This is an optimization exercise on Yosys and OpenROAD, whose aim is small area, not a production implementation.
Function was checked by simulation only, so behaviour that the tests miss may differ from the original.
Power is estimated from default activity; no workload was simulated.

**run.sh**
```bash
#!/bin/bash
# synth_recipe.tcl (not shown) runs the flow's synth.tcl, then flattens the netlist and writes it again
# the make line also repeats each setting of config.mk as NAME=value (left out here)
make -C /OpenROAD-flow-scripts/flow DESIGN_CONFIG=/design/flow/config.mk WORK_HOME=/design/flow/orfs CLKGATE_MAP_FILE= SYNTH_SCRIPT=/design/flow/synth_recipe.tcl finish
```
**config.mk**
```make
export PLATFORM = sky130hd
export DESIGN_NAME = mem_arbiter_nport
export DESIGN_NICKNAME = mem_arbiter_nport
export VERILOG_FILES = /design/flow/design.v
export SDC_FILE = /design/flow/constraint.sdc
export NUM_CORES = 4
export LEC_CHECK = 0
export CAP_MARGIN = 20
export CORE_AREA = 10 10 550 550
export DIE_AREA = 0 0 560 560
export SLEW_MARGIN = 20
```
**constraint.sdc**
```tcl
create_clock -name core_clock -period 7.0 [get_ports {clk}]
set_input_delay 1.4000 -clock core_clock [delete_from_list [all_inputs] [get_ports {clk}]]
set_output_delay 1.4000 -clock core_clock [all_outputs]
set_load 0.01 [all_outputs]
```
**design.v**
```verilog
module mem_arbiter_nport #(
    parameter int NUM_PORTS  = 4,
    parameter int BLOCK_SIZE = 32,
    parameter int ARB_MODE   = 1
) (
    input  logic                              clk,
    input  logic                              rst,
    input  logic [NUM_PORTS-1:0]              req_valid,
    input  logic [NUM_PORTS-1:0]              req_write,
    input  logic [NUM_PORTS-1:0]              req_single,
    input  logic [NUM_PORTS*32-1:0]           req_addr,
    input  logic [NUM_PORTS*BLOCK_SIZE*8-1:0] req_wdata,
    output logic [NUM_PORTS-1:0]              grant,
    output logic [NUM_PORTS-1:0]              resp_done,
    output logic [BLOCK_SIZE*8-1:0]           resp_rdata,
    output logic [31:0]                       addr,
    output logic                              write,
    output logic [31:0]                       wdata,
    output logic [1:0]                        transfer,
    input  logic [31:0]                       rdata,
    input  logic                              ready
);
    localparam int WORDS  = BLOCK_SIZE / 4;
    localparam int BEAT_W = (WORDS > 1) ? $clog2(WORDS) : 1;
    localparam int PORT_W = $clog2(NUM_PORTS);
    localparam int LINE_W = BLOCK_SIZE * 8;
    localparam logic [31:0]       BLOCK_MASK = ~(32'(BLOCK_SIZE) - 32'd1);
    localparam logic [31:0]       WORD_MASK  = ~32'd3;
    localparam logic [PORT_W-1:0] LAST_PORT  = PORT_W'(NUM_PORTS - 1);
    localparam logic [BEAT_W-1:0] LAST_WORD  = BEAT_W'(WORDS - 1);
    typedef enum logic [1:0] {IDLE, XFER, DONE} state_t;
    state_t               state, stateNext;
    logic [PORT_W-1:0]    winner, rrPtr, startPtr, pick;
    logic [NUM_PORTS-1:0] ownerOneHot;
    logic                 anyReq, lastBeat;
    logic [BEAT_W-1:0]    beat;
    logic [31:0]          baseAddr, pickAddr;
    logic                 wrLatch, singleLatch;
    logic [LINE_W-1:0]    wdLatch, lineBuf;
    always_comb begin
        startPtr = (ARB_MODE == 1) ? rrPtr : '0;
        pick     = '0;
        anyReq   = |req_valid;
        for (int i = NUM_PORTS - 1; i >= 0; i--) begin
            if (req_valid[(int'(startPtr) + i) % NUM_PORTS])
                pick = PORT_W'((int'(startPtr) + i) % NUM_PORTS);
        end
        pickAddr = req_addr[int'(pick)*32 +: 32];
    end
    assign lastBeat = singleLatch ? (beat == '0) : (beat == LAST_WORD);
    always_ff @(posedge clk or posedge rst) begin
        if (rst) state <= IDLE;
        else     state <= stateNext;
    end
    always_comb begin
        stateNext   = state;
        ownerOneHot = NUM_PORTS'(1) << winner;
        grant       = '0;
        resp_done   = '0;
        transfer    = 2'b00;
        addr        = baseAddr + (32'(beat) << 2);
        write       = wrLatch;
        wdata       = wdLatch[{beat, 5'b0} +: 32];
        resp_rdata  = lineBuf;
        case (state)
            IDLE: begin
                if (anyReq) stateNext = XFER;
            end
            XFER: begin
                grant    = ownerOneHot;
                transfer = (beat == '0) ? 2'b10 : 2'b11;
                if (ready && lastBeat) stateNext = DONE;
            end
            DONE: begin
                grant     = ownerOneHot;
                resp_done = ownerOneHot;
                stateNext = IDLE;
            end
            default: stateNext = IDLE;
        endcase
    end
    always_ff @(posedge clk or posedge rst) begin
        if (rst) begin
            winner      <= '0;
            rrPtr       <= '0;
            beat        <= '0;
            baseAddr    <= '0;
            wrLatch     <= 1'b0;
            singleLatch <= 1'b0;
            wdLatch     <= '0;
            lineBuf     <= '0;
        end else begin
            case (state)
                IDLE: begin
                    if (anyReq) begin
                        winner      <= pick;
                        wrLatch     <= req_write[pick];
                        singleLatch <= req_single[pick];
                        wdLatch     <= req_wdata[int'(pick)*LINE_W +: LINE_W];
                        baseAddr    <= pickAddr & (req_single[pick] ? WORD_MASK : BLOCK_MASK);
                        beat        <= '0;
                    end
                end
                XFER: begin
                    if (ready) begin
                        if (!wrLatch) lineBuf[{beat, 5'b0} +: 32] <= rdata;
                        if (!lastBeat) beat <= beat + 1'b1;
                    end
                end
                DONE: begin
                    rrPtr <= (winner == LAST_PORT) ? '0 : winner + 1'b1;
                end
                default: ;
            endcase
        end
    end
endmodule
```
==> flow_summary.json, run 1 <==
{
  "synth.yosys.seq_area_share_pct": 41.1,
  "rows": 198,
  "drc": 0,
  "period_needed_ns": 5.58,
  "grt_pass1_vias": 35600,
  "ant_nets": 0,
  "rsz0062_at_grt": "no",
  "antenna_found_initial": 272,
  "num_io_pins": 1530,
  "stdcell_count": 9418,
  "r2r_setup_slack_ns": 2.74,
  "relSlewSlack_pct": 27.0,
  "yosys.area.top_type_share_pct": 41.1,
  "holdPathEnd": "wdLatch[127]$_DFFE_PP0P_",
  "crit_fanout": 17,
  "clock-root-buffer": "clkbuf_16",
  "postSynthCellCount": 3982,
  "path_clk_slew_ns": 0.06,
  "io_buffers": 1519,
  "drt-wirelength-per-cell_um": 32.0,
  "multi_input_area_sq_mm": 0.0181,
  "critPathRequiredTime_ns": 5.60,
  "finalWirelength_um": 301000,
  "holdCritPathClass": "reg -> reg",
  "die_h_um": 560,
  "tightest_slew_ns": 1.09,
  "cts-htree-levels": 3,
  "avgSynthCellArea_sq_um": 8.46,
  "drtIter0Drc": 3401,
  "postCtsHoldBufs": 0,
  "cts_tree": "yes",
  "synth-seq-cells": 553,
  "p_per_area_mw_per_mm2": 389,
  "fmax_ghz": 0.179,
  "ys_warn_count": 1,
  "peakVddDrop_mv": 0.208,
  "viasPerCell": 3.91,
  "final_area_sq_mm": 0.0560,
  "finalClockSkew_ns": 0.0868,
  "outcome": "complete, no violations",
  "drt_pass1_iterations": 6,
  "cp-end-kind": "output pin",
  "drive_above_1_share_pct": 11.1,
  "fillers": 32600,
  "cts_resized": 0,
  "ys_types": 50,
  "gr-total-overflow": 0,
  "rr_worst_depth": 8,
  "drv_cap": 0,
  "ys_async_sr_fraction_pct": 100,
  "grt_start_max_net_pins": 151,
  "grt_pass1_wl_um": 379000,
  "cts_made_buffers": 81,
  "fin_util_pct": 19.3,
  "syn-cell-area_sq_mm": 0.0337,
  "gp_congestion": 0.908,
  "die_w_um": 560,
  "final_nets": 6573,
  "synth_ff_type": "dfrtp_1",
  "synth_commonest_cells": "nand2_1, and3_1, dfrtp_1",
  "crit_type": "reg -> out",
  "timing.rr.start": "beat[0]$_DFFE_PP0P_",
  "initial_core_util_pct": 11.6,
  "gr-usage-all-layers_pct": 18.2,
  "synth.area.top_cells": "dfrtp_1, nand2_1, and3_1",
  "cts_setup_buffers": 0,
  "place_inst": 9174,
  "clock_latency_ns": 0.78,
  "cts_buffer_depth": 4,
  "dr_total_vias": 36800,
  "min_path_cells": 2,
  "r2r_end": "lineBuf[241]$_DFFE_PP0P_",
  "start_kind": "flop",
  "crit_arrival_ns": 4.18,
  "regArea_sq_mm": 0.0138,
  "core_sq_mm": 0.291,
  "synth.largest_area_cell": "dfrtp_1",
  "placed_cell_area_sq_mm": 0.0532,
  "hold_path_startpoint": "wdLatch[127]$_DFFE_PP0P_",
  "setup_violations": 0,
  "fin_crit_sh_pct": 79.7,
  "slew_viol_final": 0,
  "synth_edf_count": 0,
  "yosysMostFrequentCell": "nand2_1",
  "clock-sinks": 553,
  "area_growth_pct": 66.4,
  "die_area_sq_mm": 0.314,
  "leakagePower_uw": 0.0236,
  "finalHoldViolations": 0,
  "detailed_place_hpwl_um": 257000
}
-- state kept, by name (all words and copies together), names as in the netlist --
signal	cells
singleLatch	1
rrPtr	2
state	2
wdLatch	256
lineBuf	256
beat	3
winner	2
baseAddr	30
wrLatch	1
-- per-stage QoR --
stage | setup WS [ns] | setup TNS, ns | total power [uW] | hold WS, ns
finish | 1.42 | 0 | 21800 | 0.474
global route | 1.13 | 0 | 23100 | 0.498
CTS | 1.21 | 0 | 22400 | 0.479
detailed placement | 2.12 | 0 | 18100 | 0.466
global placement | 2.09 | 0 | 18000 | 0.455
floorplan | -1.93 | -1064.98 | 11500 | 0.443
-- kinds of logic after synthesis --
| group | Yosys count | share of synthesized area (%) |
|---|---|---|
| AND/OR/NAND/NOR | 2400 | 31.8 |
| flip-flops | 553 | 41.1 |
| AO/OA/AOI/OAI | 532 | 14.9 |
| buffers and inverters | 350 | 5.32 |
| multiplexers | 101 | 5.51 |
| XOR/XNOR | 28 | 0.728 |
| adder cells (fa/ha/maj) | 17 | 0.654 |
| other | 1 | 0.0111 |
-- where the power goes --
part	switching (uW)	internal [uW]	total, uW
clock	1770	2410	4180
sequential	1040	4390	5430
combinational	7450	4750	12200
total	10200	11500	21800
-- how the worst max path moves through the flow --
stage	startpoint	end	slack, ns	depth (start not counted)
after floorplan	rst	baseAddr[10]$_DFFE_PP0P_	-1.93	1
after global placement	beat[1]$_DFFE_PP0P_	addr[28]	2.09	8
after detailed placement	beat[1]$_DFFE_PP0P_	addr[28]	2.12	8
after CTS	beat[1]$_DFFE_PP0P_	addr[28]	1.21	8
after global routing	beat[1]$_DFFE_PP0P_	addr[28]	1.13	8
final	beat[1]$_DFFE_PP0P_	addr[28]	1.42	8
-- cell type report --
class                      instances  share of cell area (%)
multi-input combinational       3080                    32.4
timing repair buffer            1624                    29.0
sequential                       553                    24.7
tap                             3900                    8.71
clock buffer                     103                    3.94
clock inverter                    31                   0.616
antenna                          110                   0.491
inverter                          17                   0.121
-- layer usage --
| metal | up-vias | wire [um] | global-route usage [%] |
|---|---|---|---|
| met2 | 1814 | 139000 | 29.8 |
| met5 | - | 1310 | 0 |
| li1 | 16500 | - | - |
| met4 | 198 | 9020 | 4.81 |
| met1 | 17800 | 112000 | 20.1 |
| met3 | 530 | 40000 | 10.5 |
-- critical path, stage by stage (launching register included) --
cell	delay (ns)
dfrtp_4	0.71
inv_1	0.24
fa_1	0.50
nor2b_1	0.16
or2_2	0.16
nor4b_2	0.49
nand3_1	0.17
xnor2_1	0.29
clkdlybuf4s50_1	0.67
-- cells in the final DEF, fill, tap and decap left out, types with 6 or more instances in the layout --
cell type	netlist	final
o31ai_2	248	248
inv_6	0	6
ha_1	16	15
mux4_2	64	64
clkinvlp_4	0	6
buf_12	0	21
clkinv_2	0	11
and3_1	574	573
clkbuf_16	0	81
o21ai_0	130	130
diode_2	0	110
and2_1	11	10
nand2_1	1718	1714
clkdlybuf4s50_1	0	1519
xor2_1	8	8
buf_4	12	84
nor2_1	9	8
o31ai_1	36	36
inv_1	17	15
nor2b_1	37	35
nand4_1	8	8
clkbuf_8	0	10
dfrtp_1	553	550
mux2_2	35	35
a22o_1	96	96
nand3_1	22	20
xnor2_1	20	20
clkbuf_1	145	12
==> inputs of run 2 (changes only) <==
==> design.v (replaced) <==
module mem_arbiter_nport #(
    parameter int NUM_PORTS  = 4,
    parameter int BLOCK_SIZE = 32,
    parameter int ARB_MODE   = 1
) (
    input  logic                              clk,
    input  logic                              rst,
    input  logic [NUM_PORTS-1:0]              req_valid,
    input  logic [NUM_PORTS-1:0]              req_write,
    input  logic [NUM_PORTS-1:0]              req_single,
    input  logic [NUM_PORTS*32-1:0]           req_addr,
    input  logic [NUM_PORTS*BLOCK_SIZE*8-1:0] req_wdata,
    output logic [NUM_PORTS-1:0]              grant,
    output logic [NUM_PORTS-1:0]              resp_done,
    output logic [BLOCK_SIZE*8-1:0]           resp_rdata,
    output logic [31:0]                       addr,
    output logic                              write,
    output logic [31:0]                       wdata,
    output logic [1:0]                        transfer,
    input  logic [31:0]                       rdata,
    input  logic                              ready
);
    logic        busy, done;       
    logic [1:0]  winner;           
    logic        wr, single;
    logic [31:2] a;                
    logic [255:0] buf_q;
    logic [1:0]  ptr, pick;
    logic [3:0]  pick_oh;
    logic        anyReq;
    always_comb begin
        ptr    = winner + 2'd1;
        anyReq = |req_valid;
        pick   = ptr;
        for (int i = 3; i >= 0; i--)
            if (req_valid[2'(ptr + 2'(i))]) pick = 2'(ptr + 2'(i));
        pick_oh = 4'b0001 << pick;
    end
    logic [31:0]  selAddr;
    logic [255:0] selData;
    logic         selWrite, selSingle;
    always_comb begin
        selAddr = '0; selData = '0; selWrite = 1'b0; selSingle = 1'b0;
        for (int p = 0; p < 4; p++) begin
            selAddr   |= {32{pick_oh[p]}}  & req_addr[p*32 +: 32];
            selData   |= {256{pick_oh[p]}} & req_wdata[p*256 +: 256];
            selWrite  |= pick_oh[p] & req_write[p];
            selSingle |= pick_oh[p] & req_single[p];
        end
    end
    wire lastBeat = single | (&a[4:2]);
    wire step     = busy & ready;
    always_ff @(posedge clk or posedge rst) begin
        if (rst) begin
            busy   <= 1'b0;
            done   <= 1'b0;
            winner <= 2'd3;
        end else begin
            done <= step & lastBeat;
            if (step & lastBeat) busy <= 1'b0;
            else if (!busy && !done && anyReq) begin
                busy   <= 1'b1;
                winner <= pick;
            end
        end
    end
    wire ld   = ~busy;
    wire hold = busy & ~ready;
    wire [3:0] ldp = {4{ld}} & pick_oh;
    logic [255:0] bufNext, shiftIn;
    logic [31:2]  aNext;
    logic         wrNext, singleNext;
    always_comb begin
        shiftIn = {rdata, buf_q[255:32]};
        if (single) shiftIn[31:0] = rdata;
        bufNext = ({256{step}} & shiftIn) | ({256{hold}} & buf_q);
        aNext   = {{27{busy}} & a[31:5], ({3{step}} & (a[4:2] + 3'd1)) | ({3{hold}} & a[4:2])};
        wrNext     = busy & wr;
        singleNext = busy & single;
        for (int p = 0; p < 4; p++) begin
            bufNext    |= {256{ldp[p]}} & req_wdata[p*256 +: 256];
            aNext      |= {req_addr[p*32+5 +: 27], req_addr[p*32+2 +: 3] & {3{req_single[p]}}} & {30{ldp[p]}};
            wrNext     |= ldp[p] & req_write[p];
            singleNext |= ldp[p] & req_single[p];
        end
    end
    always_ff @(posedge clk) begin
        buf_q  <= bufNext;
        a      <= aNext;
        wr     <= wrNext;
        single <= singleNext;
    end
    always_comb begin
        grant      = '0;
        resp_done  = '0;
        if (busy | done) grant[winner] = 1'b1;
        if (done) resp_done[winner] = 1'b1;
        transfer   = busy ? {1'b1, ~single & (|a[4:2])} : 2'b00;
        addr       = {a, 2'b00};
        write      = wr;
        wdata      = buf_q[31:0];
        resp_rdata = buf_q;
    end
endmodule
==> run 2 against run 1 <==
  * Still clean on timing, DRC and antenna
  * Clock skew fell by 0.048 ns
  * Utilization fell by 5.0 points
  * Register-to-register slack got worse by 0.32 ns
  * Wire length rose by 5.5%
==> flow_summary.json, run 2 <==
{
  "fmax_ghz": 0.216,
  "fillers": 33300,
  "finalPower_uw": 19900,
  "cts_tree": "yes",
  "grt_pass1_vias": 27500,
  "postCtsHoldBufs": 0,
  "dp_slack_ns": 1.84,
  "drive_above_1_share_pct": 6.08,
  "final_cell_mix": "clkdlybuf4s50_1, mux2i_1, dfxtp_1",
  "period_needed_ns": 4.63,
  "antenna_found_initial": 279,
  "timing.rr.start": "winner[0]$_DFFE_PP1P_",
  "synth.area.top_cells": "dfxtp_1, mux2i_1, a221oi_1",
  "rows": 198,
  "leakagePower_uw": 0.0149,
  "final_common_cell": "clkdlybuf4s50_1",
  "slowest_delay_ns": 0.93,
  "setup_violations": 0,
  "num_io_pins": 1530,
  "ant_nets": 0,
  "finalClockSkew_ns": 0.0392,
  "avgSynthCellArea_sq_um": 8.59,
  "r2r_end": "buf_q[18]$_DFF_P_",
  "postSynthCellCount": 2318,
  "ys_warn_count": 1,
  "path_clk_slew_ns": 0.06,
  "cp-end-kind": "flop",
  "peakVddDrop_mv": 0.197,
  "reg_top3": "buf_q (256), a (30), winner (2)",
  "gr-usage-all-layers_pct": 19.2,
  "synth_commonest_cells": "mux2i_1, dfxtp_1, nor2_1",
  "drc": 0,
  "clock-root-buffer": "clkbuf_16",
  "largest_reg_flops": 256,
  "grt_start_max_net_pins": 100,
  "cts_buffer_depth": 3,
  "p_per_area_mw_per_mm2": 481,
  "hold_slack_ns": 0.474,
  "outcome": "complete, no violations",
  "gr-total-overflow": 0,
  "finalWirelength_um": 318000,
  "yosys.area.top_type_share_pct": 28.9,
  "fin_crit_sh_pct": 66.2,
  "synth.largest_area_cell": "dfxtp_1",
  "io_buffers": 1519,
  "die_w_um": 560,
  "critPathMostFrequentCell": "buf_12",
  "cts_resized": 0,
  "drt_pass1_iterations": 6,
  "viasPerCell": 3.68,
  "grt_pass1_wl_um": 382000,
  "top_register": "buf_q",
  "area_growth_pct": 108,
  "ys_async_sr_fraction_pct": 1.37,
  "holdCritPathClass": "reg -> reg",
  "ys_types": 56,
  "drtIter0Drc": 3018,
  "dr_total_vias": 28400,
  "tightest_slew_ns": 1.19,
  "syn-cell-area_sq_mm": 0.0199,
  "synth_edf_count": 0,
  "clock-sinks": 292,
  "clock_latency_ns": 0.72,
  "die_h_um": 560,
  "slew_viol_final": 0,
  "path_buf_inv": 4,
  "crit_family": "buffers and inverters",
  "crit_fanout": 51,
  "hold_path_startpoint": "a[8]$_DFF_P_",
  "synth-seq-cells": 292,
  "finalHoldViolations": 0,
  "cts_setup_buffers": 0,
  "die_area_sq_mm": 0.314,
  "synth.yosys.seq_area_share_pct": 29.5,
  "critPathRequiredTime_ns": 7.56,
  "finalSetupTns_ns": 0,
  "synth_ff_type": "dfxtp_1",
  "relSlewSlack_pct": 18.2,
  "path_cells": "clkdlybuf4s50_1 -> nor2_1 -> o21a_1 -> buf_4 -> nor3_2 -> buf_12 -> buf_12 -> mux2i_1 -> o21ai_1",
  "yosysMostFrequentCell": "mux2i_1",
  "gp_congestion": 1.01,
  "cts-htree-levels": 2,
  "setup_ws_ns": 2.37,
  "detailed_place_hpwl_um": 281000,
  "start_kind": "primary input",
  "rsz0062_at_grt": "no",
  "rr_worst_depth": 10,
  "slowest_stage": "mux2i_1",
  "r2r_setup_slack_ns": 2.42,
  "crit_type": "in -> reg",
  "initial_core_util_pct": 6.85,
  "min_path_cells": 1,
  "final_nets": 4903,
  "core_sq_mm": 0.291,
  "drt-wirelength-per-cell_um": 41.2,
  "crit_arrival_ns": 5.20,
  "cts_made_buffers": 50,
  "holdPathEnd": "a[8]$_DFF_P_",
  "drv_cap": 0
}
-- run 2: changes by cell type in the layout (fill, tap and decap cells not counted), sizes merged, moves of 192 or more --
| cell | before | now |
|---|---|---|
| nand2 | 1718 | 25 |
| dfrtp | 553 | 2 |
| and3 | 574 | 79 |
| mux2i | 2 | 441 |
| dfxtp | 0 | 288 |
| nor2 | 9 | 259 |
| o31ai | 284 | 80 |
| a221oi | 0 | 192 |
-- run 2: area by class of cell --
type,count,area [sq um],share of cell area (%)
inverters,7,33.8,0.0815
diodes,84,210,0.507
repair buffers,1619,16100,38.9
clock buffers,67,1430,3.44
multi-input cells,1727,12700,30.5
well taps,3900,4880,11.8
flip-flops and latches,292,5880,14.2
clock inverters,22,262,0.631
-- run 2: metal layers --
metal | track usage [%] | routed length [um] | vias up | share of wire [%]
met4 | 6.02 | 12700 | 138 | 4.0
met1 | 22.1 | 123000 | 13700 | 39
met3 | 8.06 | 33700 | 619 | 11
met2 | 32.0 | 147000 | 2056 | 46
met5 | 0 | 971 | - | 0.31
li1 | - | - | 11900 | -
-- run 2: per-stage QoR --
step,utilization [%],instances,area [sq um]
6_report,14.3,7718,41400
5_1_grt,14.2,7660,41300
4_1_cts,14.2,7634,41200
3_5_place_dp,13.6,7545,39500
3_3_place_gp,13.6,7544,39500
2_1_floorplan,-,2319,19900
-- run 2: worst register-to-register path, cell delays in order (launching register included) --
cell and delay [ns]:
dfstp_2 0.69, inv_1 0.12, ha_1 0.58, nor2b_1 0.17, o21a_1 0.20, buf_4 0.24
nor3_2 0.45, buf_12 0.29, buf_12 0.58, mux2i_1 1.02, o21ai_1 0.10
-- run 2: kinds of logic after synthesis --
kind of cell / after synthesis / synth area share, %
compound gates: 850 / 30.0
mux: 441 / 22.2
simple gates: 426 / 10.2
buf+inv: 300 / 7.73
flops: 292 / 29.5
fa+ha+maj: 7 / 0.440
other cells: 1 / 0.0188
xor+xnor: 1 / 0.0440
-- run 2: worst max-delay path by stage --
stage / startpoint / endpoint / slack (ns) / cells past startpoint
finish: req_valid[3] / buf_q[18]$_DFF_P_ / 2.37 / 9
global route: winner[0]$_DFFE_PP1P_ / buf_q[53]$_DFF_P_ / 2.30 / 11
CTS: busy$_DFFE_PP0P_ / transfer[0] / 2.42 / 3
detailed placement: req_valid[3] / buf_q[18]$_DFF_P_ / 1.84 / 9
global placement: req_valid[3] / buf_q[22]$_DFF_P_ / 1.84 / 9
floorplan: req_valid[2] / buf_q[250]$_DFF_P_ / 4.03 / 7
-- run 2: report_power, final --
part           switching (uW)  internal [uW]  leakage (uW)
Sequential               2040           2620       0.00247
Clock                    1200           1570      0.000822
Combinational            7670           4820        0.0116
Total                   10900           9010        0.0149

==> separate check: timing with driven ports <==
In the flow no input, the clock included, has a driving cell. The finished layouts below were timed again as built, in two steps.
Step 1, drivers: a clkbuf_16 drives clk and a buf_2 each remaining input, both assumed.
Step 2 also shifts input and output timing later by t, the mid clock arrival at the registers, as if the neighbouring blocks saw the same clock.
a / b / c = ideal ports / drivers / drivers and shift; a / b = the first two.
run	shift t [ns]	setup slack, ns	worst setup path after step 2
run 1	0.831	1.424 / 1.346 / 2.141	input to register
run 2	0.785	2.367 / 2.396 / 1.611	input to register
After both steps setup and hold are still met in every run listed. The setup slack of run 2, which loses most, moves by +0.029 ns with the drivers and by -0.756 ns with both steps.
